This is an optimization exercise on Yosys and OpenROAD, whose aim is small area, not a production implementation.
In this exercise RTL edits were held to simulation tests only and were not proved equivalent to the original.
Power is estimated from default activity; no workload was simulated.

==> design.v <==
package mips_pkg;
  typedef enum logic [5:0] {
    OP_RTYPE = 6'b000000,
    OP_J     = 6'b000010,
    OP_JAL   = 6'b000011,
    OP_ADDIU = 6'b001001,
    OP_SLTI  = 6'b001010,
    OP_SLTIU = 6'b001011,
    OP_ANDI  = 6'b001100,
    OP_ORI   = 6'b001101,
    OP_XORI  = 6'b001110,
    OP_LW    = 6'b100011,
    OP_SW    = 6'b101011
  } opcode_t;
  typedef enum logic [5:0] {
    FN_SLL  = 6'b000000,
    FN_SRL  = 6'b000010,
    FN_SRA  = 6'b000011,
    FN_SLLV = 6'b000100,
    FN_SRLV = 6'b000110,
    FN_SRAV = 6'b000111,
    FN_JR   = 6'b001000,
    FN_ADDU = 6'b100001,
    FN_SUBU = 6'b100011,
    FN_AND  = 6'b100100,
    FN_OR   = 6'b100101,
    FN_XOR  = 6'b100110,
    FN_NOR  = 6'b100111,
    FN_SLT  = 6'b101010,
    FN_SLTU = 6'b101011
  } fn_t;
endpackage
module alu
(
  input  logic [5:0]  fncode,
  input  logic [31:0] op_a,
  input  logic [31:0] reg_b,
  input  logic [31:0] imm,
  input  logic        b_sel,
  input  logic [4:0]  shamt,
  output logic [31:0] result
);
  logic        is_arith, is_and, is_or, is_xor, is_nor, is_slt, is_sltu;
  logic        is_shr, is_shl, sh_arith, sh_var, do_sub;
  logic [31:0] op_b, bx, p, g, sum;
  logic        c31, c32, lt_s, lt_u;
  logic [4:0]  sa;
  logic [31:0] sh_in, sh_out;
  logic        fill;
  always_comb begin
    is_arith = fncode == mips_pkg::FN_ADDU || fncode == mips_pkg::FN_SUBU;
    is_and  = fncode == mips_pkg::FN_AND;
    is_or   = fncode == mips_pkg::FN_OR;
    is_xor  = fncode == mips_pkg::FN_XOR;
    is_nor  = fncode == mips_pkg::FN_NOR;
    is_slt  = fncode == mips_pkg::FN_SLT;
    is_sltu = fncode == mips_pkg::FN_SLTU;
    is_shl  = fncode[5:3] == 3'b000 && fncode[1:0] == 2'b00;
    is_shr  = fncode[5:3] == 3'b000 && fncode[1] == 1'b1;
    sh_arith = fncode[0];
    sh_var   = fncode[2];
    do_sub   = fncode == mips_pkg::FN_SUBU || is_slt || is_sltu;
  end
  assign op_b = b_sel ? imm : reg_b;
  assign bx = op_b ^ {32{do_sub}};
  assign p = op_a ^ bx;
  assign g = op_a & bx;
  alu_adder u_add (.p(p), .g(g), .cin(do_sub), .sum(sum), .c31(c31), .c32(c32));
  assign lt_u = ~c32;
  assign lt_s = sum[31] ^ c31 ^ c32;
  assign sa = sh_var ? op_a[4:0] : shamt;
  for (genvar i = 0; i < 32; i++) begin : g_rev_in
    assign sh_in[i] = is_shl ? op_b[31 - i] : op_b[i];
  end
  assign fill = sh_arith & op_b[31];
  assign sh_out = 32'($signed({fill, sh_in}) >>> sa);
  always_comb begin
    for (int i = 0; i < 32; i++) begin
      result[i] = (is_arith & sum[i])
                | (is_and & g[i])
                | (is_or & (p[i] | g[i]))
                | (is_xor & p[i])
                | (is_nor & ~(p[i] | g[i]))
                | (is_shr & sh_out[i])
                | (is_shl & sh_out[31 - i]);
    end
    result[0] = result[0] | (is_slt & lt_s) | (is_sltu & lt_u);
  end
endmodule
module alu_adder
(
  input  logic [31:0] p,
  input  logic [31:0] g,
  input  logic        cin,
  output logic [31:0] sum,
  output logic        c31,
  output logic        c32
);
  logic [31:0] gg [6];
  logic [31:0] pp [6];
  logic [31:0] gd [5];
  logic [31:0] pd [5];
  logic [32:0] c;
  always_comb begin
    gg[0] = g;
    pp[0] = p;
    gg[0][0] = g[0] | (p[0] & cin);
    for (int l = 0; l < 5; l++) begin
      gg[l+1] = gg[l];
      pp[l+1] = pp[l];
      for (int i = (2 << l) - 1; i < 32; i += (2 << l)) begin
        gg[l+1][i] = gg[l][i] | (pp[l][i] & gg[l][i - (1 << l)]);
        pp[l+1][i] = pp[l][i] & pp[l][i - (1 << l)];
      end
    end
  end
  always_comb begin
    gd[0] = gg[5];
    pd[0] = pp[5];
    for (int l = 0; l < 4; l++) begin
      gd[l+1] = gd[l];
      pd[l+1] = pd[l];
      for (int i = 3 * (8 >> l) - 1; i < 32; i += 2 * (8 >> l)) begin
        gd[l+1][i] = gd[l][i] | (pd[l][i] & gd[l][i - (8 >> l)]);
        pd[l+1][i] = pd[l][i] & pd[l][i - (8 >> l)];
      end
    end
  end
  assign c = {gd[4], cin};
  assign sum = p ^ c[31:0];
  assign c31 = c[31];
  assign c32 = c[32];
endmodule
module alu_ctrl
(
  input  logic [5:0] opcode,
  input  logic [5:0] rtype_fncode,
  output logic [5:0] fncode
);
  always_comb begin
    fncode = mips_pkg::FN_ADDU;
    case (opcode)
      mips_pkg::OP_RTYPE: fncode = rtype_fncode;
      mips_pkg::OP_ANDI:  fncode = mips_pkg::FN_AND;
      mips_pkg::OP_ORI:   fncode = mips_pkg::FN_OR;
      mips_pkg::OP_XORI:  fncode = mips_pkg::FN_XOR;
      mips_pkg::OP_SLTI:  fncode = mips_pkg::FN_SLT;
      mips_pkg::OP_SLTIU: fncode = mips_pkg::FN_SLTU;
      default:  fncode = mips_pkg::FN_ADDU;
    endcase
  end
endmodule
module reg_file (
  input  logic        clk,
  input  logic        reset,
  input  logic [4:0]  addr_a,
  input  logic [4:0]  addr_b,
  input  logic [4:0]  write_addr,
  input  logic        write,
  input  logic [31:0] data_in,
  output logic [31:0] a,
  output logic [31:0] b,
  output logic [31:0] register_v0
);
  logic        ph_q;
  logic [31:0] regs_q [1:31];
  logic [31:0] dp;
  logic [31:0] ma, mb;
  always_ff @(posedge clk) ph_q <= ~reset & ~ph_q;
  assign dp = data_in ^ {32{ph_q}};
  for (genvar i = 1; i < 32; i++) begin : g_reg
    logic we, en, enb;
    assign we  = write && write_addr == 5'(i);
    assign en  = reset | we;
    assign enb = reset | ~we;
    rf_row u_row (.clk(clk), .en(en), .enb(enb), .dp(dp), .q(regs_q[i]));
  end
  logic [31:1] sel_a, sel_b;
  logic [32*31-1:0] flat;
  for (genvar i = 1; i < 32; i++) begin : g_flat
    assign sel_a[i] = addr_a == 5'(i);
    assign sel_b[i] = addr_b == 5'(i);
    assign flat[32*(i-1) +: 32] = regs_q[i];
  end
  rf_read_mux u_mux_a (.sel(sel_a), .d(flat), .m(ma));
  rf_read_mux u_mux_b (.sel(sel_b), .d(flat), .m(mb));
  assign a = ma ^ {32{ph_q & (addr_a != 5'd0)}};
  assign b = mb ^ {32{ph_q & (addr_b != 5'd0)}};
  assign register_v0 = regs_q[2] ^ {32{ph_q}};
endmodule
module rf_read_mux (
  input  logic [31:1]       sel,
  input  logic [32*31-1:0]  d,
  output logic [31:0]       m
);
  logic [32*11-1:0] y;
  for (genvar k = 0; k < 9; k++) begin : g_aoi3
    rf_aoi3 u_aoi (.s(sel[3*k+1 +: 3]), .d0(d[32*(3*k) +: 32]), .d1(d[32*(3*k+1) +: 32]),
                   .d2(d[32*(3*k+2) +: 32]), .y(y[32*k +: 32]));
  end
  for (genvar k = 0; k < 2; k++) begin : g_aoi2
    rf_aoi2 u_aoi (.s(sel[28+2*k +: 2]), .d0(d[32*(27+2*k) +: 32]), .d1(d[32*(28+2*k) +: 32]),
                   .y(y[32*(9+k) +: 32]));
  end
  always_comb begin
    m = 32'd0;
    for (int k = 0; k < 11; k++) m = m | ~y[32*k +: 32];
  end
endmodule
module rf_aoi3 (
  input  logic [2:0]  s,
  input  logic [31:0] d0,
  input  logic [31:0] d1,
  input  logic [31:0] d2,
  output logic [31:0] y
);
  assign y = ~((d0 & {32{s[0]}}) | (d1 & {32{s[1]}}) | (d2 & {32{s[2]}}));
endmodule
module rf_aoi2 (
  input  logic [1:0]  s,
  input  logic [31:0] d0,
  input  logic [31:0] d1,
  output logic [31:0] y
);
  assign y = ~((d0 & {32{s[0]}}) | (d1 & {32{s[1]}}));
endmodule
module rf_row (
  input  logic        clk,
  input  logic        en,
  input  logic        enb,
  input  logic [31:0] dp,
  output logic [31:0] q
);
  always_ff @(posedge clk) q <= ~(({32{en}} | q) & ({32{enb}} | dp));
endmodule
module mips_exec_datapath
(
  input  logic        clk,
  input  logic        reset,
  input  logic [4:0]  addr_a,
  input  logic [4:0]  addr_b,
  input  logic [4:0]  write_addr,
  input  logic        write,
  input  logic [31:0] data_in,
  input  logic [5:0]  opcode,
  input  logic [5:0]  rtype_fncode,
  input  logic [4:0]  shamt,
  input  logic        alu_b_sel,
  input  logic [31:0] imm,
  output logic [31:0] a,
  output logic [31:0] b,
  output logic [5:0]  fncode,
  output logic [31:0] alu_out,
  output logic [31:0] register_v0
);
  reg_file u_reg_file (
    .clk(clk), .reset(reset), .addr_a(addr_a), .addr_b(addr_b),
    .write_addr(write_addr), .write(write), .data_in(data_in),
    .a(a), .b(b), .register_v0(register_v0)
  );
  alu_ctrl u_alu_ctrl (.opcode(opcode), .rtype_fncode(rtype_fncode), .fncode(fncode));
  alu u_alu (.fncode(fncode), .op_a(a), .reg_b(b), .imm(imm), .b_sel(alu_b_sel), .shamt(shamt),
             .result(alu_out));
endmodule
==> run.sh <==
#!/bin/bash
# synth_recipe.tcl (not shown) runs the flow's synth.tcl, then flattens the netlist and writes it again
# the make line also repeats each setting of config.mk as NAME=value (left out here)
make -C /OpenROAD-flow-scripts/flow DESIGN_CONFIG=/design/flow/config.mk WORK_HOME=/design/flow/orfs CLKGATE_MAP_FILE= SYNTH_SCRIPT=/design/flow/synth_recipe.tcl finish
==> config.mk <==
export PLATFORM = sky130hd
export DESIGN_NAME = mips_exec_datapath
export DESIGN_NICKNAME = mips_exec_datapath
export VERILOG_FILES = /design/flow/design.v
export SDC_FILE = /design/flow/constraint.sdc
export NUM_CORES = 4
export LEC_CHECK = 0
export CAP_MARGIN = 20
export CORE_MARGIN = 2
export CORE_UTILIZATION = 30
export PLACE_DENSITY = 0.5
export SLEW_MARGIN = 20
export SYNTH_HIERARCHICAL = 1
==> constraint.sdc <==
create_clock -name core_clock -period 14.0 [get_ports {clk}]
set_input_delay 2.8000 -clock core_clock [delete_from_list [all_inputs] [get_ports {clk}]]
set_output_delay 2.8000 -clock core_clock [all_outputs]
set_load 0.01 [all_outputs]
==> results.cfg, run 1 <==
[placement]
pre_cts_slack_ps = 442
port_buffers = 233
dp.final_hpwl_um = 165000
place_congestion = 1.04

[floorplanning]
die_w_um = 402
rows = 146
ios = 234
die_area_um2 = 162000
start_util = 0.301
die_h_um = 402
coreArea_um2 = 158000

[grt]
grt_max_degree = 57
grt_pass1_wl_um = 354000
first_global_vias = 45845
grtUsageTotal = 0.297
overflow = 0
antenna_found_initial = 12

[logic_synthesis]
synthSimpleGateAreaFrac = 0.0750
synth_fa_ha_area_frac = 0.0211
syn-num-nets = 4925
ys_ff_latch = 993
synth.top_cells.by_count = 1,006 x o22ai_1, 993 x dfxtp_1, 578 x a222oi_1
synth.distinct_cells = 89
yosysMostFrequentCell = o22ai_1
synth_top_area_share = 0.418
synth-compound-area-share = 0.333
ys.flop_type = dfxtp_1
synth.cell_area_um2 = 47500
synth_area_per_cell_um2 = 10.0
ys_warn_count = 17
yosysTopAreaCell = dfxtp_1
yosysSeqAreaShare = 0.418
muxShareOfSynthArea = 0.0347
synth_top_family_by_area = compound AO/OA/AOI/OAI gates
synthCells = 4745
synthXorXnorAreaFrac = 0.0333
synth_edf_count = 0
async_reset_ff_frac = 0
synthTopCellsByArea = dfxtp_1 42%, o22ai_1 13%, a222oi_1 12%

[worst_hold_path]
hold_class = register to register
min_path_cells = 1
hold_start = u_reg_file.g_reg[15].u_row.q[19]$_DFF_P_

[timing]
tns_ps = 0
tightestPinTransition_ps = 1290
period_share = 0.983
rsz0062_at_grt = false
fin_skew_ps = 26.9
hold_viol = 0
drv_slew = 0
slew_headroom = 0.135
timing.final.ws_setup_ps = 232
fin_crit_ps = 13770
final-setup-viol-count = 0
max_freq_mhz = 72.6

[finish]
regArea_um2 = 19900
multi_input_area_um2 = 24700
nets = 5034
syn_to_final_growth_pct = 16.3
fill_cells = 15992
drive_gt1_frac = 0.123

[drt]
wl_per_cell_um = 36.3
drt-total-wl_um = 254000
dr.pass1.iters = 14
drc = 0
num_vias = 49453
drtIter0Drc = 11255
vias_per_cell = 7.05
postRouteAntennaNets = 0

[power]
power.density_nw_per_um2 = 152
peakVddDrop_uv = 105
p_leak_nw = 19.8

[outcome]
status = complete, no violations

[critical_path]
critPathKind = primary input to output pin
ff2ff_path_depth = 3
critical_path_arrival_ps = 10970
cp_max_fo = 15
required_ps = 11200
r2r-start = u_reg_file.ph_q$_DFF_P_
start_kind = primary input
slowest_delay_ps = 700
cp_slowest_cell = clkdlybuf4s50_1
worstSetupStartpoint = addr_b[3]
end_kind = output pin

[clocking]
clockBufferDepth = 3
cts_inserted_buffers = 102
cts_tree = built
clock-sinks = 993
h-tree-depth = 3
hold_buffers = 0
cts_resized = 0
cts.clk_slew.worst_paths_ps = 60
clock_latency_ps = 730
cts-root-buf = clkbuf_16
post_cts_buffers = 0

[run]
drv_cap = 0
cell families (layout without fill, tap and decap cells):
| group | Yosys count | in the layout |
|---|---|---|
| compound gates | 2095 | 2095 |
| flops | 993 | 993 |
| simple gates | 695 | 695 |
| buf+inv | 558 | 747 |
| xor+xnor | 181 | 181 |
| mux | 143 | 143 |
| fa+ha+maj | 80 | 80 |
| other cells | 0 | 7 |
per-module statistics from Yosys, one instance, submodules excluded, excerpt:
module	flip-flops and latches	cells inside
alu_ctrl	0	18
alu	0	943
rf_read_mux	0	128
rf_aoi2	0	38
rf_row	32	70
reg_file	1	341
alu_adder	0	127
rf_aoi3	0	41
through the flow:
stage | power, W | std cells | util | area, µm² | hold slack (ps)
final | 0.00841 | 7013 | 0.350 | 55300 | 469
after global routing | 0.00864 | 7010 | 0.350 | 55300 | 480
after CTS | 0.00835 | 7004 | 0.350 | 55200 | 469
after detailed placement | 0.00550 | 6820 | 0.328 | 51700 | 460
after global placement | 0.00548 | 6818 | 0.327 | 51700 | 451
after floorplan | 0.00444 | 4745 | - | 47500 | 443
flip-flops by register name, summed over array words and instances, names as in the netlist:
register,count
u_reg_file.ph_q,1
u_reg_file.g.u_row.q,992
power by group:
part / internal [W] / switching [W] / total (W) / leakage [nW]
Sequential: 0.00306 / 0.000199 / 0.00326 / 8.33
Clock: 0.00169 / 0.00120 / 0.00289 / 1.73
Combinational: 0.000875 / 0.00138 / 0.00226 / 9.72
Total: 0.00563 / 0.00278 / 0.00841 / 19.8
routing by layer:
metal / global-route usage / up-vias / wire [µm]
li1: - / 20251 / -
met1: 0.390 / 24425 / 99100
met2: 0.423 / 4011 / 103000
met3: 0.0943 / 756 / 33500
met4: 0.180 / 10 / 18300
met5: 0.00208 / - / 111
path summary, 6_finish.rpt:
path                                                            endpoint  slack [ps]
worst min register to register  u_reg_file.g_reg[15].u_row.q[19]$_DFF_P_         470
worst min-delay path            u_reg_file.g_reg[15].u_row.q[19]$_DFF_P_         470
worst max register to register   u_reg_file.g_reg[7].u_row.q[21]$_DFF_P_       11130
worst max-delay path                                          alu_out[0]         230
final cells by class:
| class | count | share of cell area |
|---|---|---|
| well taps | 2072 | 0.0469 |
| inverters | 83 | 0.00563 |
| repair buffers | 480 | 0.0771 |
| flip-flops and latches | 993 | 0.360 |
| multi-input cells | 3194 | 0.447 |
| clock buffers | 151 | 0.0546 |
| diodes | 7 | 0.000317 |
| clock inverters | 33 | 0.00867 |
critical path, delay by kind of cell:
| kind | cells | cell delay (ps) |
|---|---|---|
| AOI/OAI and AO/OA | 8 | 1780 |
| xor gates and xnor gates | 5 | 990 |
| adders and majority gates | 2 | 540 |
| buffers and inverters | 4 | 1570 |
| muxes | 1 | 600 |
| and+or+nand+nor | 10 | 2650 |
cell usage in the layout, fill, tap and decap left out, types with 16 or more instances in the layout:
| cell type | synthesis | final |
|---|---|---|
| xor2_4 | 0 | 17 |
| clkbuf_16 | 0 | 104 |
| clkbuf_8 | 0 | 24 |
| a21oi_1 | 79 | 79 |
| xnor2_1 | 115 | 115 |
| clkbuf_1 | 56 | 23 |
| xor2_1 | 66 | 34 |
| nor2_1 | 168 | 105 |
| a211oi_1 | 21 | 21 |
| o21bai_4 | 0 | 16 |
| a222oi_1 | 578 | 578 |
| mux2_2 | 24 | 24 |
| a221oi_1 | 50 | 50 |
| nor2_4 | 0 | 53 |
| o22ai_1 | 1006 | 1006 |
| nand3_1 | 89 | 89 |
| nor3_1 | 24 | 23 |
| mux2i_1 | 104 | 101 |
| a21o_1 | 23 | 21 |
| o21ai_0 | 46 | 45 |
| a22oi_1 | 143 | 143 |
| inv_1 | 82 | 82 |
| or3_1 | 65 | 65 |
| nand4_1 | 134 | 134 |
| clkinv_2 | 0 | 16 |
| buf_4 | 1 | 243 |
| clkdlybuf4s50_1 | 0 | 232 |
| ha_1 | 80 | 80 |
| dfxtp_1 | 993 | 992 |
| nand2_1 | 138 | 137 |
| o211ai_1 | 17 | 17 |
==> run 2: changes to the inputs <==
--- a/design.v
+++ b/design.v
@@ -42,10 +42,11 @@
 );
   logic        is_arith, is_and, is_or, is_xor, is_nor, is_slt, is_sltu;
   logic        is_shr, is_shl, sh_arith, sh_var, do_sub;
-  logic [31:0] op_b, bx, p, g, sum;
+  logic        en_g, en_p, en_n;
+  logic [31:0] op_b, p, g, sum, res;
   logic        c31, c32, lt_s, lt_u;
   logic [4:0]  sa;
-  logic [31:0] sh_in, sh_out;
+  logic [31:0] sh_in_n, sh_out;
   logic        fill;
   always_comb begin
     is_arith = fncode == mips_pkg::FN_ADDU || fncode == mips_pkg::FN_SUBU;
@@ -60,31 +61,97 @@
     sh_arith = fncode[0];
     sh_var   = fncode[2];
     do_sub   = fncode == mips_pkg::FN_SUBU || is_slt || is_sltu;
-  end
-  assign op_b = b_sel ? imm : reg_b;
-  assign bx = op_b ^ {32{do_sub}};
-  assign p = op_a ^ bx;
-  assign g = op_a & bx;
+    en_g = is_and | is_or;
+    en_p = is_xor | is_or;
+    en_n = is_nor;
+  end
+  alu_pre u_pre (.a(op_a), .rb(reg_b), .imm(imm), .bsel(b_sel), .sub(do_sub),
+                 .ob(op_b), .p(p), .g(g));
   alu_adder u_add (.p(p), .g(g), .cin(do_sub), .sum(sum), .c31(c31), .c32(c32));
   assign lt_u = ~c32;
   assign lt_s = sum[31] ^ c31 ^ c32;
   assign sa = sh_var ? op_a[4:0] : shamt;
-  for (genvar i = 0; i < 32; i++) begin : g_rev_in
-    assign sh_in[i] = is_shl ? op_b[31 - i] : op_b[i];
-  end
   assign fill = sh_arith & op_b[31];
-  assign sh_out = 32'($signed({fill, sh_in}) >>> sa);
-  always_comb begin
-    for (int i = 0; i < 32; i++) begin
-      result[i] = (is_arith & sum[i])
-                | (is_and & g[i])
-                | (is_or & (p[i] | g[i]))
-                | (is_xor & p[i])
-                | (is_nor & ~(p[i] | g[i]))
-                | (is_shr & sh_out[i])
-                | (is_shl & sh_out[31 - i]);
+  alu_rev u_rev (.d(op_b), .rev(is_shl), .qn(sh_in_n));
+  alu_shr u_shr (.dn(sh_in_n), .fill(fill), .sa(sa), .q(sh_out));
+  alu_post u_post (.p(p), .g(g), .sum(sum), .sh(sh_out), .arith(is_arith), .en_g(en_g),
+                   .en_p(en_p), .en_n(en_n), .shr(is_shr), .shl(is_shl), .r(res));
+  assign result = {res[31:1], res[0] | (is_slt & lt_s) | (is_sltu & lt_u)};
+endmodule
+module alu_pre
+(
+  input  logic [31:0] a,
+  input  logic [31:0] rb,
+  input  logic [31:0] imm,
+  input  logic        bsel,
+  input  logic        sub,
+  output logic [31:0] ob,
+  output logic [31:0] p,
+  output logic [31:0] g
+);
+  logic [31:0] bx;
+  assign ob = bsel ? imm : rb;
+  assign bx = ob ^ {32{sub}};
+  assign p = a ^ bx;
+  assign g = a & bx;
+endmodule
+module alu_post
+(
+  input  logic [31:0] p,
+  input  logic [31:0] g,
+  input  logic [31:0] sum,
+  input  logic [31:0] sh,
+  input  logic        arith,
+  input  logic        en_g,
+  input  logic        en_p,
+  input  logic        en_n,
+  input  logic        shr,
+  input  logic        shl,
+  output logic [31:0] r
+);
+  always_comb begin
+    for (int i = 0; i < 32; i++)
+      r[i] = (arith & sum[i]) | (en_g & g[i]) | (en_p & p[i]) | (en_n & ~(p[i] | g[i]))
+           | (shr & sh[i]) | (shl & sh[31 - i]);
+  end
+endmodule
+module alu_rev
+(
+  input  logic [31:0] d,
+  input  logic        rev,
+  output logic [31:0] qn
+);
+  for (genvar i = 0; i < 32; i++) begin : g_bit
+    assign qn[i] = ~(rev ? d[31 - i] : d[i]);
+  end
+endmodule
+module alu_shr
+(
+  input  logic [31:0] dn,
+  input  logic        fill,
+  input  logic [4:0]  sa,
+  output logic [31:0] q
+);
+  logic [31:0] s1, s2, s3, s4;
+  alu_shr_stage #(.K(1))  u_s0 (.d(dn), .fill(~fill), .s(sa[0]), .qn(s1));
+  alu_shr_stage #(.K(2))  u_s1 (.d(s1), .fill(fill),  .s(sa[1]), .qn(s2));
+  alu_shr_stage #(.K(4))  u_s2 (.d(s2), .fill(~fill), .s(sa[2]), .qn(s3));
+  alu_shr_stage #(.K(8))  u_s3 (.d(s3), .fill(fill),  .s(sa[3]), .qn(s4));
+  alu_shr_stage #(.K(16)) u_s4 (.d(s4), .fill(~fill), .s(sa[4]), .qn(q));
+endmodule
+module alu_shr_stage #(parameter int K = 1)
+(
+  input  logic [31:0] d,
+  input  logic        fill,
+  input  logic        s,
+  output logic [31:0] qn
+);
+  for (genvar i = 0; i < 32; i++) begin : g_bit
+    if (i + K < 32) begin : g_in
+      assign qn[i] = ~(s ? d[i + K] : d[i]);
+    end else begin : g_fill
+      assign qn[i] = ~(s ? fill : d[i]);
     end
-    result[0] = result[0] | (is_slt & lt_s) | (is_sltu & lt_u);
   end
 endmodule
 module alu_adder
--- a/config.mk
+++ b/config.mk
@@ -7,7 +7,10 @@
 export LEC_CHECK = 0
 export CAP_MARGIN = 20
 export CORE_MARGIN = 2
-export CORE_UTILIZATION = 30
-export PLACE_DENSITY = 0.5
+export CORE_UTILIZATION = 60
+export CTS_BUF_LIST = sky130_fd_sc_hd__clkbuf_16
+export CTS_CLUSTER_DIAMETER = 60
+export CTS_CLUSTER_SIZE = 30
+export PLACE_DENSITY = 0.75
 export SLEW_MARGIN = 20
 export SYNTH_HIERARCHICAL = 1
==> run 2 against run 1 <==
Via count is 8.7% lower. Fmax is 4.2% higher. Flip-flop and latch count stayed put. Synthesized area is 4.0% lower. Critical endpoint unchanged. Largest cell class unchanged. Largest power group unchanged.
==> results.cfg, run 2 <==
[logic_synthesis]
async_reset_ff_frac = 0
synth.cell_area_um2 = 45600
synth_edf_count = 0
syn-num-nets = 4472
ys.flop_type = dfxtp_1
synth.top_cells.by_count = 993 x dfxtp_1, 993 x o22ai_1, 580 x a222oi_1
synth_area_per_cell_um2 = 10.6
yosysSeqAreaShare = 0.436
synth_top_area_share = 0.436
synthTopCellsByArea = dfxtp_1 44%, o22ai_1 14%, a222oi_1 13%
ys_warn_count = 18
yosysTopAreaCell = dfxtp_1
ys_ff_latch = 993
synth.distinct_cells = 62
synthCells = 4323

[clocking]
cts_inserted_buffers = 60
hold_buffers = 0
cts_tree = built
h-tree-depth = 2
cts_resized = 0
clock_latency_ps = 760
clockBufferDepth = 3
cts-root-buf = clkbuf_16
cts.clk_slew.worst_paths_ps = 80
clock-sinks = 993
post_cts_buffers = 0

[timing]
fin_skew_ps = 68.3
drv_slew = 0
max_freq_mhz = 75.7
period_share = 0.943
tightestPinTransition_ps = 1170
tns_ps = 0
fin_crit_ps = 13210
final-setup-viol-count = 0
hold_viol = 0
rsz0062_at_grt = false
slew_headroom = 0.217
whs_ps = 474

[floorplanning]
rows = 101
start_util = 0.604
die_h_um = 280
coreArea_um2 = 75600
ios = 234
die_area_um2 = 78300
die_w_um = 280

[drt]
wl_per_cell_um = 36.2
num_vias = 45133
dr.pass1.iters = 21
vias_per_cell = 8.40
drc = 0
drtIter0Drc = 13105
drt-total-wl_um = 194000
postRouteAntennaNets = 0

[finish]
stdcell_area_um2 = 49600
final_common_cell = o22ai_1
drive_gt1_frac = 0.106
top_regs = u_reg_file.g.u_row.q x992, u_reg_file.ph_q x1
largest_reg_flops = 992
final_cell_mix = 993 x o22ai_1, 992 x dfxtp_1, 580 x a222oi_1, 232 x clkdlybuf4s50_1, 192 x mux2i_1
largest_register = u_reg_file.g.u_row.q
fill_cells = 6096
fin_util = 0.656
syn_to_final_growth_pct = 8.66
nets = 4481

[run]
drv_cap = 0

[grt]
grt_pass1_wl_um = 278000
grtUsageTotal = 0.471
overflow = 0
grt_max_degree = 65
antenna_found_initial = 29
first_global_vias = 40801

[worst_hold_path]
hold_class = register to register

[critical_path]
ff2ff_setup_slack_ps = 10390
critPathKind = primary input to output pin
end_kind = output pin
required_ps = 11200
start_kind = primary input
cp_max_fo = 32
critical_path_arrival_ps = 10410

[placement]
place_congestion = 1.02
placed_cell_area_um2 = 47100
dp.final_hpwl_um = 123000
port_buffers = 233

[power]
p_sw_w = 0.00251
p_leak_nw = 18.1
combinationalPowerShare = 0.261
p_sw_frac = 0.345
p_int_w = 0.00476
power_frac_seq = 0.448
peakVddDrop_uv = 117
power.density_nw_per_um2 = 147
p_clk_frac = 0.291

[outcome]
status = complete, no violations
==> run 2: cell count changes in the layout (fill, tap and decap cells not counted), sizes merged, moves of 46 or more <==
cell    change
a221oi     -46
buf        -80
clkbuf     -91
inv        -54
mux2i      +87
nand2      -79
nor2       -66
==> run 2: power groups by stage <==
stage	registers, W	clock network (W)	logic [W]
after floorplan	0.00325	0	0.00108
after global placement	0.00330	0	0.00178
after detailed placement	0.00330	0	0.00181
after CTS	0.00324	0.00210	0.00181
after global routing	0.00328	0.00220	0.00197
final	0.00326	0.00211	0.00190
==> run 2: final cells by class <==
type / instances / area [µm²] / area share
sequential: 993 / 19900 / 0.401
inverter: 5 / 18.8 / 0.000379
multi-input combinational: 2872 / 22400 / 0.452
clock buffer: 60 / 1500 / 0.0303
clock inverter: 53 / 802 / 0.0162
timing repair buffer: 400 / 3680 / 0.0743
antenna: 13 / 32.5 / 0.000656
tap: 978 / 1220 / 0.0247
==> run 2: per-module statistics from Yosys, one instance, submodules excluded, excerpt <==
module | area [µm²] | flops+latches | cells inside
alu | 190 | 0 | 24
alu_shr | 3.75 | 0 | 1
rf_read_mux | 761 | 0 | 128
alu_ctrl | 124 | 0 | 18
alu_rev | 377 | 0 | 36
rf_aoi2 | 289 | 0 | 38
reg_file | 2270 | 1 | 341
alu_post | 1150 | 0 | 174
alu_pre | 1240 | 0 | 104
==> run 2: metrics by stage <==
step,worst slack [ps],instances,power [W]
global placement,1070,5243,0.00508
finish,793,5374,0.00727
floorplan,3150,4323,0.00433
global route,630,5366,0.00745
CTS,1020,5357,0.00715
detailed placement,1020,5244,0.00511
==> run 2: cell families (layout without fill, tap and decap cells) <==
group | count (synthesis) | after routing | share of synthesized area
compound gates | 1870 | 1870 | 0.311
xor+xnor | 177 | 177 | 0.0340
fa+ha+maj | 49 | 49 | 0.0134
buf+inv | 458 | 518 | 0.0864
flops | 993 | 993 | 0.436
mux | 229 | 229 | 0.0537
other cells | 0 | 13 | 0
simple gates | 547 | 547 | 0.0661
==> run 2: worst paths after layout <==
kind / start / endpoint / cells past startpoint
worst max-delay path: addr_b[0] / alu_out[0] / 27
worst min-delay path: u_reg_file.g_reg[20].u_row.q[0]$_DFF_P_ / u_reg_file.g_reg[20].u_row.q[0]$_DFF_P_ / 1
worst max register to register: u_reg_file.ph_q$_DFF_P_ / u_reg_file.g_reg[27].u_row.q[1]$_DFF_P_ / 4
worst min register to register: u_reg_file.g_reg[20].u_row.q[0]$_DFF_P_ / u_reg_file.g_reg[20].u_row.q[0]$_DFF_P_ / 1
==> run 2: layer usage <==
layer	track usage	vias up	wire [µm]
met4	0.274	24	14200
met5	0.00188	-	161
met1	0.594	21581	67900
met3	0.178	844	32700
li1	-	18385	-
met2	0.685	4299	79400
==> run 2: critical path, stage by stage <==
cell and delay (ps):
clkdlybuf4s50_1 510, nand2b_1 460, nor2_2 50, buf_4 300, a222oi_1 440, nand4_1 200
or3_1 390, xnor2_1 510, mux2_2 310, xor2_1 170, ha_1 280, ha_1 200
or2_2 290, ha_1 200, o211ai_1 230, a21oi_1 130, o21ai_1 460, a211oi_2 140
nor2_1 360, a31oi_1 150, ha_1 190, or2_2 300, xor2_1 170, xor2_1 150
or3_1 310, a41o_1 230, clkdlybuf4s50_1 480
==> run 3: changes to the inputs <==
==> flow/run.sh (new file) <==
#!/bin/bash
# Own layout flow: the standard flow (standard synthesis unchanged), except that the
# port buffers that global placement inserts on every input and output use the smallest
# buffer cell instead of the default; repair may still resize them where timing needs it.
set -euo pipefail
bash standard.sh "BUFFER_PORTS_ARGS=-buffer_cell sky130_fd_sc_hd__buf_1" finish > standard_flow.log 2>&1
==> standard.sh (new file) <==
#!/bin/bash
# synth_recipe.tcl (not shown) runs the flow's synth.tcl, then flattens the netlist and writes it again
# the make line also repeats each setting of config.mk as NAME=value (left out here)
make -C /OpenROAD-flow-scripts/flow DESIGN_CONFIG=/design/flow/config.mk WORK_HOME=/design/flow/orfs CLKGATE_MAP_FILE= SYNTH_SCRIPT=/design/flow/synth_recipe.tcl "${@:-finish}"
removed: run.sh
==> run 3 against run 2 <==
Utilization decreased by 2.2 points. Cell count down 0.35%. Clock-buffer cell count decreased by 3. Largest cell class unchanged.
==> results.cfg, run 3 <==
[power]
fin_total_pwr_w = 0.00697
power.density_nw_per_um2 = 145
peakVddDrop_uv = 149
p_leak_nw = 17.3

[critical_path]
critPathKind = primary input to output pin
worstReg2RegEnd = u_reg_file.g_reg[28].u_row.q[3]$_DFF_P_
worstSetupStartpoint = addr_b[0]
start_kind = primary input
critical_path_arrival_ps = 9710
ff2ff_setup_slack_ps = 10650
r2r-start = u_reg_file.ph_q$_DFF_P_
end_kind = output pin
cp_max_fo = 32
ff2ff_path_depth = 5
required_ps = 11200

[drt]
postRouteAntennaNets = 0
drc = 0
drtIter0Drc = 12561
wl_per_cell_um = 35.6
vias_per_cell = 8.31
num_vias = 44515
drt-total-wl_um = 190000
dr.pass1.iters = 15

[worst_hold_path]
hold_class = register to register
hold_start = u_reg_file.g_reg[9].u_row.q[9]$_DFF_P_
min_path_cells = 1
whs_endpoint = u_reg_file.g_reg[9].u_row.q[9]$_DFF_P_

[timing]
tns_ps = 0
fin_skew_ps = 37.8
final-setup-viol-count = 0
whs_ps = 473
max_freq_mhz = 79.9
slew_headroom = 0.185
period_share = 0.894
tightestPinTransition_ps = 1220
fin_crit_ps = 12510
rsz0062_at_grt = false
drv_slew = 0
hold_viol = 0

[finish]
final_common_cell = o22ai_1
stdcell_area_um2 = 47900
largest_register = u_reg_file.g.u_row.q
final_cells = 5355
nets = 4471
syn_to_final_growth_pct = 5.05
multi_input_area_um2 = 22500
drive_gt1_frac = 0.103
fill_cells = 6331
final_cell_mix = 993 x o22ai_1, 992 x dfxtp_1, 580 x a222oi_1, 232 x buf_1, 192 x mux2i_1
regArea_um2 = 19900
largest_reg_flops = 992
top_regs = u_reg_file.g.u_row.q x992, u_reg_file.ph_q x1

[logic_synthesis]
synth_edf_count = 0
ys.flop_type = dfxtp_1
syn-num-nets = 4472
synthCells = 4323
ys_warn_count = 18
synth.top_cells.by_count = 993 x dfxtp_1, 993 x o22ai_1, 580 x a222oi_1
synth_area_per_cell_um2 = 10.6
ys_ff_latch = 993
synthTopCellsByArea = dfxtp_1 44%, o22ai_1 14%, a222oi_1 13%
yosysTopAreaCell = dfxtp_1
synth.cell_area_um2 = 45600
synth_top_area_share = 0.436
async_reset_ff_frac = 0
yosysSeqAreaShare = 0.436
synth.distinct_cells = 62

[clocking]
cts_tree = built
clock_latency_ps = 730
h-tree-depth = 2
cts.clk_slew.worst_paths_ps = 90
clockBufferDepth = 3
cts_resized = 0
hold_buffers = 0
cts-root-buf = clkbuf_16
cts_inserted_buffers = 57
post_cts_buffers = 0
clock-sinks = 993

[placement]
dp.final_hpwl_um = 121000
port_buffers = 233
placed_cell_area_um2 = 45700
place_congestion = 1.04
dp.cells = 5236

[grt]
grt_max_degree = 57
antenna_found_initial = 28
grt_pass1_wl_um = 273000
first_global_vias = 40098
overflow = 0
grtUsageTotal = 0.462

[floorplanning]
die_w_um = 280
start_util = 0.604
die_area_um2 = 78300
die_h_um = 280
coreArea_um2 = 75600
ios = 234
rows = 101

[run]
drv_cap = 0

[outcome]
status = complete, no violations
==> run 3: how the worst max path moves through the flow <==
stage                       to  slack [ps]  depth (start not counted)
detailed placement  alu_out[0]        1710                         26
CTS                 alu_out[0]        1710                         26
global route        alu_out[0]        1270                         26
global placement    alu_out[0]        1780                         26
floorplan           alu_out[0]        3150                         26
finish              alu_out[0]        1490                         26
==> run 3: metal layers <==
| metal | global-route usage | up-vias | wire length (µm) |
|---|---|---|---|
| met1 | 0.592 | 21222 | 67800 |
| met4 | 0.285 | 30 | 14900 |
| met2 | 0.662 | 4064 | 77300 |
| li1 | - | 18364 | - |
| met3 | 0.165 | 835 | 30300 |
| met5 | 0.00313 | - | 222 |
==> run 3: worst max-delay path: stages <==
cell      delay, ps
buf_1           140
nand2b_1        540
nor2_4          340
a222oi_1        480
nand4_1         240
or3_1           520
xnor2_1         200
mux2_2          330
xor2_1          150
ha_1            310
ha_1            200
or2_2           300
ha_1            190
o211ai_1        240
a21oi_1         130
o21ai_1         460
a211oi_2        130
nor2_1          360
a31oi_1         160
ha_1            190
or2_2           300
xor2_1          170
xor2_1          150
or3_1           310
a41o_1          230
buf_1           120
==> run 3: final cells by class <==
cell class | instances | area share
multi-input combinational | 2872 | 0.469
antenna | 9 | 0.000470
clock inverter | 48 | 0.0137
inverter | 5 | 0.000392
timing repair buffer | 393 | 0.0458
tap | 978 | 0.0255
clock buffer | 57 | 0.0298
sequential | 993 | 0.415
==> run 3: through the flow <==
step           utilization  setup slack [ps]
6_report             0.634              1490
5_1_grt              0.634              1270
4_1_cts              0.632              1710
3_5_place_dp         0.604              1710
3_3_place_gp         0.604              1780
2_1_floorplan            -              3150
==> run 3: report_power, final <==
part	switching [W]	leakage (nW)	internal [W]
clock network	0.00114	0.996	0.000863
registers	0.000203	8.33	0.00306
logic	0.00111	7.99	0.000597
total	0.00245	17.3	0.00452
==> run 3: kinds of logic (layout without fill, tap and decap cells) <==
group,count (synthesis),after routing,share of synthesized area
AOI/OAI and AO/OA,1870,1870,0.311
and+or+nand+nor,547,547,0.0661
adders and majority gates,49,49,0.0134
muxes,229,229,0.0537
buffers and inverters,458,503,0.0864
other,0,9,0
DFF,993,993,0.436
xor gates and xnor gates,177,177,0.0340
==> run 3: per-module statistics from Yosys (local to each module, per instance), excerpt <==
module / times used / cells
reg_file: 1 / 341
alu_pre: 1 / 104
alu_post: 1 / 174
rf_row: 31 / 70
alu_adder: 1 / 127
rf_read_mux: 2 / 128
rf_aoi3: 18 / 41
alu_rev: 1 / 36
rf_aoi2: 4 / 38
alu: 1 / 24
alu_ctrl: 1 / 18
alu_shr: 1 / 1
==> run 4: changes to the inputs <==
--- a/design.v
+++ b/design.v
@@ -89,11 +89,9 @@
   output logic [31:0] p,
   output logic [31:0] g
 );
-  logic [31:0] bx;
-  assign ob = bsel ? imm : rb;
-  assign bx = ob ^ {32{sub}};
-  assign p = a ^ bx;
-  assign g = a & bx;
+  assign ob = (bsel ? imm : rb) ^ {32{sub}};
+  assign p = a ^ ob;
+  assign g = a & ob;
 endmodule
 module alu_post
 (
@@ -109,11 +107,14 @@
   input  logic        shl,
   output logic [31:0] r
 );
-  always_comb begin
-    for (int i = 0; i < 32; i++)
-      r[i] = (arith & sum[i]) | (en_g & g[i]) | (en_p & p[i]) | (en_n & ~(p[i] | g[i]))
-           | (shr & sh[i]) | (shl & sh[31 - i]);
+  logic [31:0] n, sh_rev, y_as, y_lg;
+  assign n = ~(p | g);
+  for (genvar i = 0; i < 32; i++) begin : g_rev
+    assign sh_rev[i] = sh[31 - i];
   end
+  rf_aoi3 u_as (.s({shl, shr, arith}), .d0(sum), .d1(sh), .d2(sh_rev), .y(y_as));
+  rf_aoi3 u_lg (.s({en_n, en_p, en_g}), .d0(g), .d1(p), .d2(n), .y(y_lg));
+  assign r = ~(y_as & y_lg);
 endmodule
 module alu_rev
 (
@@ -121,9 +122,11 @@
   input  logic        rev,
   output logic [31:0] qn
 );
+  logic [31:0] dr;
   for (genvar i = 0; i < 32; i++) begin : g_bit
-    assign qn[i] = ~(rev ? d[31 - i] : d[i]);
+    assign dr[i] = d[31 - i];
   end
+  alu_mux2n u_mux (.d0(d), .d1(dr), .s(rev), .qn(qn));
 endmodule
 module alu_shr
 (
@@ -133,26 +136,23 @@
   output logic [31:0] q
 );
   logic [31:0] s1, s2, s3, s4;
-  alu_shr_stage #(.K(1))  u_s0 (.d(dn), .fill(~fill), .s(sa[0]), .qn(s1));
-  alu_shr_stage #(.K(2))  u_s1 (.d(s1), .fill(fill),  .s(sa[1]), .qn(s2));
-  alu_shr_stage #(.K(4))  u_s2 (.d(s2), .fill(~fill), .s(sa[2]), .qn(s3));
-  alu_shr_stage #(.K(8))  u_s3 (.d(s3), .fill(fill),  .s(sa[3]), .qn(s4));
-  alu_shr_stage #(.K(16)) u_s4 (.d(s4), .fill(~fill), .s(sa[4]), .qn(q));
+  logic        f0, f1;
+  assign f0 = ~fill;
+  assign f1 = fill;
+  alu_mux2n u_s0 (.d0(dn), .d1({f0, dn[31:1]}),         .s(sa[0]), .qn(s1));
+  alu_mux2n u_s1 (.d0(s1), .d1({{2{f1}}, s1[31:2]}),    .s(sa[1]), .qn(s2));
+  alu_mux2n u_s2 (.d0(s2), .d1({{4{f0}}, s2[31:4]}),    .s(sa[2]), .qn(s3));
+  alu_mux2n u_s3 (.d0(s3), .d1({{8{f1}}, s3[31:8]}),    .s(sa[3]), .qn(s4));
+  alu_mux2n u_s4 (.d0(s4), .d1({{16{f0}}, s4[31:16]}),  .s(sa[4]), .qn(q));
 endmodule
-module alu_shr_stage #(parameter int K = 1)
+module alu_mux2n
 (
-  input  logic [31:0] d,
-  input  logic        fill,
+  input  logic [31:0] d0,
+  input  logic [31:0] d1,
   input  logic        s,
   output logic [31:0] qn
 );
-  for (genvar i = 0; i < 32; i++) begin : g_bit
-    if (i + K < 32) begin : g_in
-      assign qn[i] = ~(s ? d[i + K] : d[i]);
-    end else begin : g_fill
-      assign qn[i] = ~(s ? fill : d[i]);
-    end
-  end
+  assign qn = ~(s ? d1 : d0);
 endmodule
 module alu_adder
 (
--- a/config.mk
+++ b/config.mk
@@ -9,7 +9,7 @@
 export CORE_MARGIN = 2
 export CORE_UTILIZATION = 60
 export CTS_BUF_LIST = sky130_fd_sc_hd__clkbuf_16
-export CTS_CLUSTER_DIAMETER = 60
+export CTS_CLUSTER_DIAMETER = 100
 export CTS_CLUSTER_SIZE = 30
 export PLACE_DENSITY = 0.75
 export SLEW_MARGIN = 20
==> run 4 against run 3 <==
Still clean on timing, DRC and antenna. Via count up 1.1%. Clock-buffer cell count decreased by 17. Clock skew decreased by 7.9 ps. Cell count decreased by 1.8%. Synthesized cell count fell by 0.69%. Total power fell by 7.3%. Wire length increased by 0.42%. Design area fell by 2.8%. Sequential share of layout area grew 1.2 points. Register-to-register slack better by 30 ps. Largest cell class unchanged.
==> results.cfg, run 4 <==
[timing]
tightestPinTransition_ps = 1260
slew_headroom = 0.159
tns_ps = 0
drv_slew = 0
whs_ps = 476
period_share = 0.910
rsz0062_at_grt = false
final-setup-viol-count = 0
max_freq_mhz = 78.5
fin_skew_ps = 29.9
fin_crit_ps = 12730
timing.final.ws_setup_ps = 1270
hold_viol = 0

[critical_path]
required_ps = 11200
end_kind = output pin
worstReg2RegEnd = u_reg_file.g_reg[29].u_row.q[9]$_DFF_P_
r2r-start = u_reg_file.ph_q$_DFF_P_
ff2ff_setup_slack_ps = 10680
start_kind = primary input
critical_path_arrival_ps = 9930
critPathKind = primary input to output pin
ff2ff_path_depth = 5
cp_max_fo = 20

[placement]
place_congestion = 1.05
port_buffers = 233
placed_cell_area_um2 = 45300
dp.final_hpwl_um = 119000
pre_cts_slack_ps = 1720

[clocking]
h-tree-depth = 2
clockBufferDepth = 3
clock_latency_ps = 640
post_cts_buffers = 0
cts.clk_slew.worst_paths_ps = 110
hold_buffers = 0
cts_tree = built
cts_resized = 0
clock-sinks = 993
cts-root-buf = clkbuf_16
cts_inserted_buffers = 39

[power]
p_int_w = 0.00421
p_clk_frac = 0.223
p_sw_w = 0.00225
p_leak_nw = 16.6
peakVddDrop_uv = 135
combinationalPowerShare = 0.273
power.density_nw_per_um2 = 139
power_frac_seq = 0.504
p_sw_frac = 0.348

[logic_synthesis]
synth_edf_count = 0
synthTopCellsByArea = dfxtp_1 44%, a222oi_1 14%, o22ai_1 14%
ys_warn_count = 17
yosysTopAreaCell = dfxtp_1
ys_ff_latch = 993
synthCells = 4293
ys.flop_type = dfxtp_1
synth.cell_area_um2 = 45300
yosysSeqAreaShare = 0.438
synth.distinct_cells = 57
async_reset_ff_frac = 0
syn-num-nets = 4442
synth_area_per_cell_um2 = 10.6
synth_top_area_share = 0.438
synth.top_cells.by_count = 993 x dfxtp_1, 993 x o22ai_1, 640 x a222oi_1

[finish]
nets = 4424
syn_to_final_growth_pct = 2.71
final_cell_mix = 993 x o22ai_1, 992 x dfxtp_1, 640 x a222oi_1, 232 x buf_1, 224 x mux2i_1
fin_util = 0.624
final_common_cell = o22ai_1
drive_gt1_frac = 0.0827
largest_register = u_reg_file.g.u_row.q
largest_reg_flops = 992
fill_cells = 6290
stdcell_area_um2 = 46600
top_regs = u_reg_file.g.u_row.q x992, u_reg_file.ph_q x1

[worst_hold_path]
hold_class = register to register
min_path_cells = 1
hold_start = u_reg_file.g_reg[6].u_row.q[16]$_DFF_P_
whs_endpoint = u_reg_file.g_reg[6].u_row.q[16]$_DFF_P_

[grt]
overflow = 0
grtUsageTotal = 0.467
grt_max_degree = 65
first_global_vias = 40921
grt_pass1_wl_um = 275000
antenna_found_initial = 21

[drt]
dr.pass1.iters = 14
postRouteAntennaNets = 0
drc = 0
wl_per_cell_um = 36.4
drtIter0Drc = 13261
num_vias = 44995
drt-total-wl_um = 191000
vias_per_cell = 8.56

[floorplanning]
ios = 234
rows = 100
die_area_um2 = 77800
coreArea_um2 = 74600
die_h_um = 279
die_w_um = 279
start_util = 0.608

[run]
drv_cap = 0

[outcome]
status = complete, no violations
-- run 4: cell type report --
cell class / instances / area, µm² / share of cell area
multi-input combinational: 2844 / 22200 / 0.476
sequential: 993 / 19900 / 0.427
timing repair buffer: 392 / 2190 / 0.0470
tap: 969 / 1210 / 0.0260
clock buffer: 40 / 1000 / 0.0215
clock inverter: 6 / 85.1 / 0.00183
antenna: 8 / 20.0 / 0.000430
inverter: 5 / 18.8 / 0.000403
-- run 4: per-module statistics from Yosys (local to each module, per instance), excerpt --
module    cells  cell area [µm²]
alu          24              190
alu_shr       1             3.75
reg_file    341             2270
rf_aoi2      38              289
rf_aoi3      41              403
rf_row       70              890
-- run 4: worst max path at each step --
stage                         start    endpoint  slack [ps]  cells past startpoint
final                     addr_b[1]  alu_out[0]        1270                     27
after global routing      addr_b[4]  alu_out[0]         950                     27
after CTS                 addr_b[4]  alu_out[0]        1690                     27
after detailed placement  addr_b[4]  alu_out[0]        1720                     27
after global placement    addr_b[4]  alu_out[0]        1810                     27
after floorplan           addr_b[4]  alu_out[0]        3170                     26
-- run 4: stage by stage --
step	std cells	total power, W
2_1_floorplan	4293	0.00437
3_3_place_gp	5197	0.00494
3_5_place_dp	5197	0.00497
4_1_cts	5243	0.00633
5_1_grt	5252	0.00663
6_report	5257	0.00646
-- run 4: cells by family after synthesis --
family	synth area share
flip-flops	0.438
XOR/XNOR	0.0342
AO/OA/AOI/OAI	0.312
multiplexers	0.0507
adder cells (fa/ha/maj)	0.0135
buffers and inverters	0.0879
AND/OR/NAND/NOR	0.0629
-- run 4: power groups by stage --
stage | Sequential, W | Clock (W) | Combinational [W]
2_1_floorplan | 0.00325 | 0 | 0.00112
3_3_place_gp | 0.00329 | 0 | 0.00165
3_5_place_dp | 0.00330 | 0 | 0.00167
4_1_cts | 0.00324 | 0.00142 | 0.00167
5_1_grt | 0.00328 | 0.00151 | 0.00184
6_report | 0.00325 | 0.00144 | 0.00177
-- run 4: layer usage --
metal,GRT usage,part of all wire
met5,0,0.00076
met1,0.586,0.35
met4,0.304,0.086
met3,0.178,0.17
met2,0.668,0.40
-- run 4: critical path, stage by stage --
cell	delay, ps
buf_1	240
or3b_2	570
nor2_2	710
buf_4	430
a222oi_1	140
nand4_1	220
or3_1	260
xnor2_1	180
mux2i_1	140
xnor2_1	320
ha_1	330
ha_1	200
or2_2	290
ha_1	190
o211ai_1	200
a21oi_1	130
o21ai_1	510
a211oi_2	140
nor2_1	290
a31oi_1	140
ha_1	180
or2_2	290
xor2_1	230
xor2_1	130
or3_1	310
a41o_1	230
buf_1	120
==> run 5: changes to the inputs <==
--- a/design.v
+++ b/design.v
@@ -238,9 +238,14 @@
   for (genvar i = 1; i < 32; i++) begin : g_reg
     logic we, en, enb;
     assign we  = write && write_addr == 5'(i);
-    assign en  = reset | we;
-    assign enb = reset | ~we;
-    rf_row u_row (.clk(clk), .en(en), .enb(enb), .dp(dp), .q(regs_q[i]));
+    if (i == 2) begin : g_plain
+      rf_row_plain u_row (.clk(clk), .h(~reset & ~we), .w(~reset & we), .d(data_in),
+                          .q(regs_q[i]));
+    end else begin : g_phase
+      assign en  = reset | we;
+      assign enb = reset | ~we;
+      rf_row u_row (.clk(clk), .en(en), .enb(enb), .dp(dp), .q(regs_q[i]));
+    end
   end
   logic [31:1] sel_a, sel_b;
   logic [32*31-1:0] flat;
@@ -251,9 +256,9 @@
   end
   rf_read_mux u_mux_a (.sel(sel_a), .d(flat), .m(ma));
   rf_read_mux u_mux_b (.sel(sel_b), .d(flat), .m(mb));
-  assign a = ma ^ {32{ph_q & (addr_a != 5'd0)}};
-  assign b = mb ^ {32{ph_q & (addr_b != 5'd0)}};
-  assign register_v0 = regs_q[2] ^ {32{ph_q}};
+  assign a = ma ^ {32{ph_q & (addr_a != 5'd0) & (addr_a != 5'd2)}};
+  assign b = mb ^ {32{ph_q & (addr_b != 5'd0) & (addr_b != 5'd2)}};
+  assign register_v0 = regs_q[2];
 endmodule
 module rf_read_mux (
   input  logic [31:1]       sel,
@@ -300,6 +305,15 @@
 );
   always_ff @(posedge clk) q <= ~(({32{en}} | q) & ({32{enb}} | dp));
 endmodule
+module rf_row_plain (
+  input  logic        clk,
+  input  logic        h,
+  input  logic        w,
+  input  logic [31:0] d,
+  output logic [31:0] q
+);
+  always_ff @(posedge clk) q <= (q & {32{h}}) | (d & {32{w}});
+endmodule
 module mips_exec_datapath
 (
   input  logic        clk,
--- a/config.mk
+++ b/config.mk
@@ -10,7 +10,7 @@
 export CORE_UTILIZATION = 60
 export CTS_BUF_LIST = sky130_fd_sc_hd__clkbuf_16
 export CTS_CLUSTER_DIAMETER = 100
-export CTS_CLUSTER_SIZE = 30
+export CTS_CLUSTER_SIZE = 26
 export PLACE_DENSITY = 0.75
 export SLEW_MARGIN = 20
 export SYNTH_HIERARCHICAL = 1
==> run 5 against run 4 <==
Combinational power is 3% lower. Clock power up 3%. Worst setup slack improved by 37 ps. First-iteration DRC count is 6.2% lower. Cell count decreased by 0.72%. Die area down 0.28%. Utilization is 0.11 points lower. Sequential share of layout area grew 0.075 points. Global-route usage up 0.95 points. Design area fell by 0.17%. Wire length increased by 2.0%. Clock-buffer cell count grew 5. Critical endpoint unchanged. Largest power group unchanged.
==> results.cfg, run 5 <==
[outcome]
status = complete, no violations

[floorplanning]
ios = 234
coreArea_um2 = 74600
rows = 100
start_util = 0.606
die_h_um = 279
die_w_um = 279
die_area_um2 = 77600

[finish]
fin_util = 0.623
nets = 4383
syn_to_final_growth_pct = 2.83
largest_reg_flops = 960
largest_register = u_reg_file.g.g_phase.u_row.q
final_cells = 5219
drive_gt1_frac = 0.0845
top_regs = u_reg_file.g.g_phase.u_row.q x960, u_reg_file.g.g_plain.u_row.q x32, u_reg_file.ph_q x1
final_cell_mix = 992 x dfxtp_1, 961 x o22ai_1, 640 x a222oi_1, 232 x buf_1, 224 x mux2i_1
final_common_cell = dfxtp_1

[power]
power_frac_seq = 0.503
p_int_w = 0.00423
power.density_nw_per_um2 = 138
p_clk_frac = 0.231
peakVddDrop_uv = 136
p_sw_w = 0.00220
p_sw_frac = 0.342
fin_total_pwr_w = 0.00643
p_leak_nw = 16.5
combinationalPowerShare = 0.266

[clocking]
cts_inserted_buffers = 44
cts_tree = built
hold_buffers = 0
cts_resized = 0
clock-sinks = 993
clockBufferDepth = 3
cts.clk_slew.worst_paths_ps = 100
post_cts_buffers = 0
h-tree-depth = 2
cts-root-buf = clkbuf_16
clock_latency_ps = 630

[critical_path]
cp_max_fo = 19
slowest_delay_ps = 580
cp_slowest_cell = or3b_2
worstSetupPathDepth = 27
start_kind = primary input
end_kind = output pin
cpMostUsedCell = ha_1
required_ps = 11200
ff2ff_path_depth = 4
critPathKind = primary input to output pin
crit_family = simple AND/OR/NAND/NOR gates
cp_num_buf_inv = 3
critical_path_arrival_ps = 9900

[drt]
postRouteAntennaNets = 0
num_vias = 44926
drt-total-wl_um = 195000
dr.pass1.iters = 21
drtIter0Drc = 12445
drc = 0
vias_per_cell = 8.61
wl_per_cell_um = 37.4

[logic_synthesis]
yosysSeqAreaShare = 0.440
synth.cell_area_um2 = 45200
synth_area_per_cell_um2 = 10.6
yosysTopAreaCell = dfxtp_1
async_reset_ff_frac = 0
ys_warn_count = 18
synth_edf_count = 0
syn-num-nets = 4407
synth.distinct_cells = 65
yosysMostFrequentCell = dfxtp_1
ys_ff_latch = 993
synthCells = 4258
synth_top_area_share = 0.440
synth.top_cells.by_count = 993 x dfxtp_1, 961 x o22ai_1, 640 x a222oi_1
ys.flop_type = dfxtp_1
synthTopCellsByArea = dfxtp_1 44%, a222oi_1 14%, o22ai_1 13%

[worst_hold_path]
min_path_cells = 1
hold_class = register to register

[timing]
fin_crit_ps = 12700
max_freq_mhz = 78.8
hold_viol = 0
drv_slew = 0
fin_skew_ps = 12.7
tightestPinTransition_ps = 1280
period_share = 0.907
slew_headroom = 0.143
final-setup-viol-count = 0
tns_ps = 0
rsz0062_at_grt = false

[run]
drv_cap = 0

[grt]
grt_max_degree = 65
grtUsageTotal = 0.476
antenna_found_initial = 34
first_global_vias = 40541
grt_pass1_wl_um = 278000
overflow = 0

[placement]
port_buffers = 233
dp.final_hpwl_um = 122000
place_congestion = 1.04
dp.cells = 5152
## run 5: changes by cell type after synthesis, sizes merged, moves of 3 or more
| cell | previous run | this run |
|---|---|---|
| a22o | 0 | 32 |
| nand2b | 9 | 6 |
| clkbuf | 15 | 21 |
| o22ai | 993 | 961 |
| nand3 | 70 | 100 |
| nor3 | 6 | 2 |
| buf | 436 | 439 |
| xor2 | 66 | 34 |
| nand4b | 0 | 3 |
| nand2 | 89 | 53 |
| or2 | 11 | 8 |
| nor2 | 134 | 124 |
## run 5: power by group through the flow
stage | combinational, W | sequential [W] | clock, W
final | 0.00171 | 0.00323 | 0.00148
after global routing | 0.00177 | 0.00326 | 0.00156
after CTS | 0.00161 | 0.00322 | 0.00146
after detailed placement | 0.00161 | 0.00329 | 0
after global placement | 0.00159 | 0.00328 | 0
after floorplan | 0.00108 | 0.00324 | 0
## run 5: layout make-up
class | instances | area, µm²
clock buffers | 45 | 1130
flip-flops and latches | 993 | 19900
clock inverters | 4 | 32.5
multi-input cells | 2800 | 22000
diodes | 13 | 32.5
inverters | 5 | 18.8
repair buffers | 390 | 2130
well taps | 969 | 1210
fillers | 6257 | 28100
## run 5: worst paths after layout
| kind | startpoint | slack [ps] | to |
|---|---|---|---|
| max | addr_b[0] | 1300 | alu_out[0] |
| min | u_reg_file.g_reg[3].g_phase.u_row.q[11]$_DFF_P_ | 470 | u_reg_file.g_reg[3].g_phase.u_row.q[11]$_DFF_P_ |
| max reg2reg | u_reg_file.ph_q$_DFF_P_ | 11120 | u_reg_file.g_reg[19].g_phase.u_row.q[8]$_DFF_P_ |
| min reg2reg | u_reg_file.g_reg[3].g_phase.u_row.q[11]$_DFF_P_ | 470 | u_reg_file.g_reg[3].g_phase.u_row.q[11]$_DFF_P_ |
## run 5: per-stage QoR
stage                     instance area, µm²  hold WS (ps)  worst slack [ps]
after floorplan                        45200           443              3120
after global placement                 45200           452              1680
after detailed placement               45200           460              1580
after CTS                              46300           474              1560
after global routing                   46500           485               974
final                                  46500           473              1300
## run 5: worst reg2reg max path, cell delays in order, from the launching register on
cell	delay, ps
dfxtp_4	760
buf_4	680
xor2_2	660
buf_4	460
o22ai_1	180
## run 5: kinds of logic after synthesis
family / synth area share
compound gates: 0.315
xor+xnor: 0.0281
fa+ha+maj: 0.0136
buf+inv: 0.0886
flops: 0.440
mux: 0.0508
simple gates: 0.0637
## run 5: Yosys stat by module, one instance, submodules excluded, a selection
| module | cell area, µm² | flip-flops and latches | times used | cells |
|---|---|---|---|---|
| alu_pre | 1080 | 0 | 1 | 104 |
| alu_post | 240 | 0 | 1 | 64 |
| alu_adder | 858 | 0 | 1 | 127 |
| rf_read_mux | 761 | 0 | 2 | 128 |
| rf_row | 890 | 32 | 30 | 70 |
| rf_row_plain | 991 | 32 | 1 | 70 |
| reg_file | 2040 | 1 | 1 | 306 |
| rf_aoi3 | 403 | 0 | 20 | 41 |
| alu_mux2n | 377 | 0 | 6 | 36 |
| rf_aoi2 | 289 | 0 | 4 | 38 |
## run 5: metal layers
| metal | GRT usage | vias to the layer above | routed length [µm] |
|---|---|---|---|
| li1 | - | 18113 | - |
| met1 | 0.576 | 21151 | 64800 |
| met2 | 0.686 | 4539 | 78000 |
| met3 | 0.200 | 1093 | 33700 |
| met4 | 0.328 | 30 | 18400 |
| met5 | 0 | - | 214 |
==> run 6: changes to the inputs <==
--- a/config.mk
+++ b/config.mk
@@ -10,7 +10,7 @@
 export CORE_UTILIZATION = 60
 export CTS_BUF_LIST = sky130_fd_sc_hd__clkbuf_16
 export CTS_CLUSTER_DIAMETER = 100
-export CTS_CLUSTER_SIZE = 26
+export CTS_CLUSTER_SIZE = 30
 export PLACE_DENSITY = 0.75
 export SLEW_MARGIN = 20
 export SYNTH_HIERARCHICAL = 1
==> run 6 against run 5 <==
Critical path depth stayed put. Non-clock buffer count stayed put. Register-to-register slack better by 30 ps. Critical endpoint unchanged. Highest routed layer unchanged.
==> results.cfg, run 6 <==
[finish]
syn_to_final_growth_pct = 2.70
largest_reg_flops = 960
top_regs = u_reg_file.g.g_phase.u_row.q x960, u_reg_file.g.g_plain.u_row.q x32, u_reg_file.ph_q x1
largest_register = u_reg_file.g.g_phase.u_row.q
final_common_cell = dfxtp_1
fin_util = 0.623
final_cell_mix = 992 x dfxtp_1, 961 x o22ai_1, 640 x a222oi_1, 232 x buf_1, 224 x mux2i_1
drive_gt1_frac = 0.0839
nets = 4378
stdcell_area_um2 = 46400

[timing]
timing.final.ws_setup_ps = 1260
hold_viol = 0
whs_ps = 477
fin_crit_ps = 12740
tightestPinTransition_ps = 1260
rsz0062_at_grt = false
slew_headroom = 0.156
period_share = 0.910
drv_slew = 0
max_freq_mhz = 78.5
tns_ps = 0
final-setup-viol-count = 0
fin_skew_ps = 23.1

[logic_synthesis]
yosysMostFrequentCell = dfxtp_1
syn-num-nets = 4407
synth_top_area_share = 0.440
synth.top_cells.by_count = 993 x dfxtp_1, 961 x o22ai_1, 640 x a222oi_1
ys_warn_count = 18
synth.cell_area_um2 = 45200
synth.distinct_cells = 65
yosysSeqAreaShare = 0.440
ys_ff_latch = 993
ys.flop_type = dfxtp_1
async_reset_ff_frac = 0
synthTopCellsByArea = dfxtp_1 44%, a222oi_1 14%, o22ai_1 13%
synth_area_per_cell_um2 = 10.6
yosysTopAreaCell = dfxtp_1
synthCells = 4258
synth_edf_count = 0

[placement]
dp.final_hpwl_um = 122000
port_buffers = 233
place_congestion = 1.04
placed_cell_area_um2 = 45200
pre_cts_slack_ps = 1580

[clocking]
cts_resized = 0
clock-sinks = 993
clock_latency_ps = 640
post_cts_buffers = 0
cts_tree = built
cts.clk_slew.worst_paths_ps = 110
hold_buffers = 0
h-tree-depth = 2
cts-root-buf = clkbuf_16
clockBufferDepth = 3
cts_inserted_buffers = 39

[drt]
wl_per_cell_um = 37.3
vias_per_cell = 8.63
drt-total-wl_um = 195000
wl_met2_um = 77800
top_layer_used = met5
dr.pass1.iters = 17
postRouteAntennaNets = 0
drtIter0Drc = 13359
wl_met3_um = 33600
drc = 0
drt-met1-wl_um = 64400
num_vias = 45081

[power]
power.density_nw_per_um2 = 137
p_leak_nw = 16.5
peakVddDrop_uv = 105

[critical_path]
critPathKind = primary input to output pin
end_kind = output pin
required_ps = 11200
start_kind = primary input
critical_path_arrival_ps = 9940
cp_max_fo = 19

[grt]
first_global_vias = 40461
grtUsageTotal = 0.476
antenna_found_initial = 34
grt_pass1_wl_um = 278000
grt_max_degree = 65
overflow = 0

[floorplanning]
die_area_um2 = 77600
ios = 234
start_util = 0.606
die_w_um = 279
rows = 100
coreArea_um2 = 74600
die_h_um = 279

[run]
drv_cap = 0

[outcome]
status = complete, no violations

[worst_hold_path]
hold_class = register to register
-- run 6: cell count changes in the layout (fill, tap and decap cells not counted) --
| cell | before | now |
|---|---|---|
| buf_12 | 3 | 1 |
| clkinv_8 | 1 | 2 |
| clkbuf_16 | 45 | 41 |
| clkinv_2 | 0 | 1 |
| inv_6 | 1 | 0 |
| buf_16 | 2 | 4 |
| diode_2 | 13 | 20 |
| inv_1 | 7 | 6 |
-- run 6: stage by stage --
stage	power, W	std cells
after floorplan	0.00432	4258
after global placement	0.00487	5152
after detailed placement	0.00489	5152
after CTS	0.00624	5197
after global routing	0.00654	5215
final	0.00637	5222
-- run 6: routing by layer --
layer | GRT usage | vias up
met2 | 0.685 | 4575
met4 | 0.333 | 16
met5 | 0 | -
li1 | - | 18126
met3 | 0.198 | 1107
met1 | 0.576 | 21257
-- run 6: worst max-delay path, cell delays in order --
cell and delay [ps]:
buf_1 290, or3b_2 580, nor2_2 620, buf_4 410
a222oi_1 160, nand4_1 200, or3_1 250, xnor2_1 170
mux2i_1 120, xnor2_1 270, ha_1 310, ha_1 200
or2_2 290, ha_1 190, o211ai_1 200, a21oi_1 110
o21ai_1 530, a211oi_2 150, nor2_1 430, a31oi_1 160
ha_1 190, or2_2 290, xor2_1 170, xor2_1 160
or3_1 310, a41o_1 240, buf_1 120
-- run 6: cell type report --
class / count / area [µm²]
clock inverters: 4 / 41.3
repair buffers: 390 / 2150
diodes: 20 / 50.0
clock buffers: 41 / 1030
inverters: 5 / 18.8
flip-flops and latches: 993 / 19900
fillers: 6271 / 28100
well taps: 969 / 1210
multi-input cells: 2800 / 22000
-- run 6: kinds of logic after synthesis --
| group | share of synthesized area |
|---|---|
| fa+ha+maj | 0.0136 |
| flops | 0.440 |
| mux | 0.0508 |
| buf+inv | 0.0886 |
| compound gates | 0.315 |
| xor+xnor | 0.0281 |
| simple gates | 0.0637 |
-- run 6: where the power goes --
group | leakage, nW | switching, W | total (W) | internal [W]
Clock | 0.528 | 0.000894 | 0.00143 | 0.000536
Combinational | 7.62 | 0.00111 | 0.00171 | 0.000598
Sequential | 8.32 | 0.000184 | 0.00324 | 0.00305
Total | 16.5 | 0.00219 | 0.00637 | 0.00418
-- run 6: worst paths after layout --
kind | slack (ps) | to | cells after the start | start
worst max register to register | 11150 | u_reg_file.g_reg[23].g_phase.u_row.q[8]$_DFF_P_ | 4 | u_reg_file.ph_q$_DFF_P_
worst min register to register | 480 | u_reg_file.g_reg[9].g_phase.u_row.q[25]$_DFF_P_ | 1 | u_reg_file.g_reg[9].g_phase.u_row.q[25]$_DFF_P_
worst max-delay path | 1260 | alu_out[0] | 27 | addr_b[0]
worst min-delay path | 480 | u_reg_file.g_reg[9].g_phase.u_row.q[25]$_DFF_P_ | 1 | u_reg_file.g_reg[9].g_phase.u_row.q[25]$_DFF_P_
-- run 6: per-module statistics from Yosys (local to each module, per instance), a selection --
module | area, µm² | copies in the design | cells | flops+latches
alu_mux2n | 377 | 6 | 36 | 0
alu_ctrl | 124 | 1 | 18 | 0
alu_post | 240 | 1 | 64 | 0
rf_aoi2 | 289 | 4 | 38 | 0
alu_adder | 858 | 1 | 127 | 0
rf_read_mux | 761 | 2 | 128 | 0
alu_shr | 3.75 | 1 | 1 | 0
alu_pre | 1080 | 1 | 104 | 0
rf_aoi3 | 403 | 20 | 41 | 0
rf_row | 890 | 30 | 70 | 32

-- port drivers added, routing unchanged --
How much do the figures lean on ideal ports? The routed layouts below were timed once more, with nothing changed but the port constraints.
Step 1 sets driving cells, clkbuf_16 on the clock port and buf_2 on the other inputs (assumed; they add their load-dependent delay and slew).
Step 2 moves the port delays by t, midway between the first and last clock arrival at a register: inputs arrive t later, outputs are due t later. That takes back most of the time a late clock gives input paths.
Slacks: no drivers / after step 1 / after step 2; pairs: no drivers / after step 1.
| run | t, ns | slack for setup (ns) | latest minus earliest clock arrival (ns) | worst data-port slew with drivers (ns) |
|---|---|---|---|---|
| run 1 | 0.782 | 0.232 / 0.202 / 0.202 | 0.040 / 0.040 | 0.16 |
| run 2 | 0.758 | 0.793 / 0.693 / 0.693 | 0.133 / 0.133 | 0.11 |
| run 3 | 0.774 | 1.486 / 1.402 / 1.402 | 0.057 / 0.058 | 0.11 |
| run 4 | 0.710 | 1.265 / 1.182 / 1.182 | 0.058 / 0.058 | 0.09 |
| run 5 | 0.692 | 1.303 / 1.194 / 1.194 | 0.024 / 0.024 | 0.13 |
| run 6 | 0.696 | 1.259 / 1.157 / 1.157 | 0.032 / 0.031 | 0.11 |
After both steps setup and hold are still met in every run listed. For run 5, which loses most, drivers alone change the setup slack by -0.109 ns; drivers and shift together by -0.109 ns.
